Source: an optimization exercise on an open RTL-to-GDS flow (aim: small area). Production flows keep margins and buffers that such runs may drop. Function was checked by simulation only, so behaviour that the tests miss may differ from the original. Power figures rest on the tool's default switching activity, not on a simulated workload.

## ocp_slave_mem_ctrl
module ocp_slave_mem_ctrl #(
  parameter int DATA_WIDTH = 32,
  parameter int ADDR_WIDTH = 5,
  parameter int MEM_DEPTH  = 24,
  parameter int RD_LATENCY = 2
) (
  input  logic                  clk,
  input  logic                  reset,
  input  logic                  enable,
  input  logic [2:0]            m_cmd,
  input  logic [ADDR_WIDTH-1:0] m_addr,
  input  logic [DATA_WIDTH-1:0] m_data,
  input  logic                  m_resp_accept,
  output logic                  s_cmd_accept,
  output logic [1:0]            s_resp,
  output logic [DATA_WIDTH-1:0] s_data,
  output logic                  busy,
  output logic [7:0]            err_count,
  input  logic                  parity_inject,
  output logic                  parity_err
);
clock: 6.5 ns
lec_check: 0
cap_margin: 20
core_margin: 2
core_utilization: 45
slew_margin: 20
run.sh (not shown) runs the stock make flow with config.mk's settings and CLKGATE_MAP_FILE= SYNTH_SCRIPT=/design/flow/synth_recipe.tcl, a recipe that flattens the netlist after the stock synthesis.
The starting point produced a clean layout.
Rerun with:
CAP_MARGIN = 0   (was 20)
CORE_UTILIZATION = 65   (was 45)
CTS_BUF_LIST = sky130_fd_sc_hd__clkbuf_4   (was not set)
CTS_CLUSTER_SIZE = 20   (was not set)
SLEW_MARGIN = 0   (was 20)
Non-clock buffer count falls by 21. Sequential power hardly moves. Critical path depth is unchanged. Utilization rises by 22 points. Worst setup slack degrades by 560 ps. Wire length drops by 4.1%.

---

ocp_slave_mem_ctrl, a different RTL version from the one above (not shown whole).
Size in the first run: ~830 flip-flops, ~90 I/O pins, roughly 31,000 um2 of cells after synthesis.
// ocp_slave_mem_ctrl
module ocp_slave_mem_ctrl #(
  parameter int DATA_WIDTH = 32,
  parameter int ADDR_WIDTH = 5,
  parameter int MEM_DEPTH  = 24,
  parameter int RD_LATENCY = 2
) (
  input  logic                  clk,
  input  logic                  reset,
  input  logic                  enable,
  input  logic [2:0]            m_cmd,
  input  logic [ADDR_WIDTH-1:0] m_addr,
  input  logic [DATA_WIDTH-1:0] m_data,
  input  logic                  m_resp_accept,
  output logic                  s_cmd_accept,
  output logic [1:0]            s_resp,
  output logic [DATA_WIDTH-1:0] s_data,
  output logic                  busy,
  output logic [7:0]            err_count,
  input  logic                  parity_inject,
  output logic                  parity_err
);
Settings: LEC_CHECK=0, CAP_MARGIN=5, CORE_MARGIN=2, CORE_UTILIZATION=65, CTS_BUF_LIST=sky130_fd_sc_hd__clkbuf_8, CTS_CLUSTER_DIAMETER=50, CTS_CLUSTER_SIZE=20, SLEW_MARGIN=5, SYNTH_HIERARCHICAL=1, SYNTH_MINIMUM_KEEP_SIZE=0; clock period 6.5 ns.
standard.sh (not shown) runs the stock make flow with config.mk's settings and CLKGATE_MAP_FILE= SYNTH_SCRIPT=/design/flow/synth_recipe.tcl, a recipe that flattens the netlist after the stock synthesis.
==> flow/flow/run.sh <==
#!/bin/bash
# Own layout flow: the standard ORFS flow (standard.sh, unchanged synthesis,
# floorplan, power grid and taps), with two layout settings changed:
#  - clock tree: clkbuf_8 sink buffers on clusters of up to 20 sinks and no dummy loads;
#  - port buffers: buffer_ports with the smallest buffer (repair_design still
#    resizes or adds buffers where slew or capacitance needs it).
# The full make output goes to standard.log in the work folder; ORFS's own
# per-step logs stay under orfs/logs/.
set -euo pipefail
cd "$(dirname "$0")/.."
bash standard.sh finish \
  "CTS_ARGS=-sink_clustering_enable -repair_clock_nets -buf_list sky130_fd_sc_hd__clkbuf_8 -sink_clustering_size 20 -sink_clustering_max_diameter 50 -dont_use_dummy_load" \
  "BUFFER_PORTS_ARGS=-buffer_cell sky130_fd_sc_hd__buf_1" \
  > standard.log 2>&1
Then changed:
--- a/flow/flow/run.sh
+++ b/flow/flow/run.sh
@@ -4 +4 @@
-#  - clock tree: clkbuf_8 sink buffers on clusters of up to 20 sinks and no dummy loads;
+#  - clock tree: clkbuf_8 sink buffers on small clusters and no dummy loads;
@@ -12 +12 @@
-  "CTS_ARGS=-sink_clustering_enable -repair_clock_nets -buf_list sky130_fd_sc_hd__clkbuf_8 -sink_clustering_size 20 -sink_clustering_max_diameter 50 -dont_use_dummy_load" \
+  "CTS_ARGS=-sink_clustering_enable -repair_clock_nets -buf_list sky130_fd_sc_hd__clkbuf_8 -sink_clustering_size 18 -sink_clustering_max_diameter 50 -dont_use_dummy_load" \
- CORE_UTILIZATION: 65 -> 70
- CTS_CLUSTER_SIZE: 20 -> 18
After rerunning: Non-clock buffer count increases by 1; final area decreases slightly; final cell count decreases slightly; die area decreases by a little under a tenth; sequential share of layout area increases by 0.23 points; clock skew decreases by 0.034 ns; utilization increases by 4.7 points.

-- afterwards: timing with drivers on the ports --
Ports are ideal in the flow. The routed layouts listed here were re-timed in OpenROAD.
Step 1 (the two cells are an assumption about what drives the block):
set clk [get_ports {clk}]
set_driving_cell -lib_cell sky130_fd_sc_hd__clkbuf_16 $clk
set_driving_cell -lib_cell sky130_fd_sc_hd__buf_2 [delete_from_list [all_inputs] $clk]
Step 2 moves the port delays by t, midway between the first and last clock arrival at a register: inputs arrive t later, outputs are due t later. That takes back most of the time a late clock gives input paths.
Three values: ideal, step 1, step 2; two values: the first two.
| run | t (ns) | setup slack, ns | hold WS [ns] | worst data-port slew with drivers (ns) | pins driven straight from the clock port |
|---|---|---|---|---|---|
| the first run of note 1 | 0.690 | 0.718 / 0.654 / 1.344 | 0.471 / 0.471 / 0.471 | 0.06 | 1 |
| the second run of note 1 | 1.075 | 0.154 / 0.101 / 1.176 | 0.464 / 0.464 / 0.464 | 0.09 | 1 |
| the first run of note 2 | 0.772 | 1.253 / 1.195 / 1.684 | 0.462 / 0.462 / 0.462 | 0.08 | 1 |
| the second run of note 2 | 0.740 | 1.086 / 1.031 / 1.772 | 0.462 / 0.462 / 0.462 | 0.07 | 1 |
After both steps setup and hold are still met in every run listed.
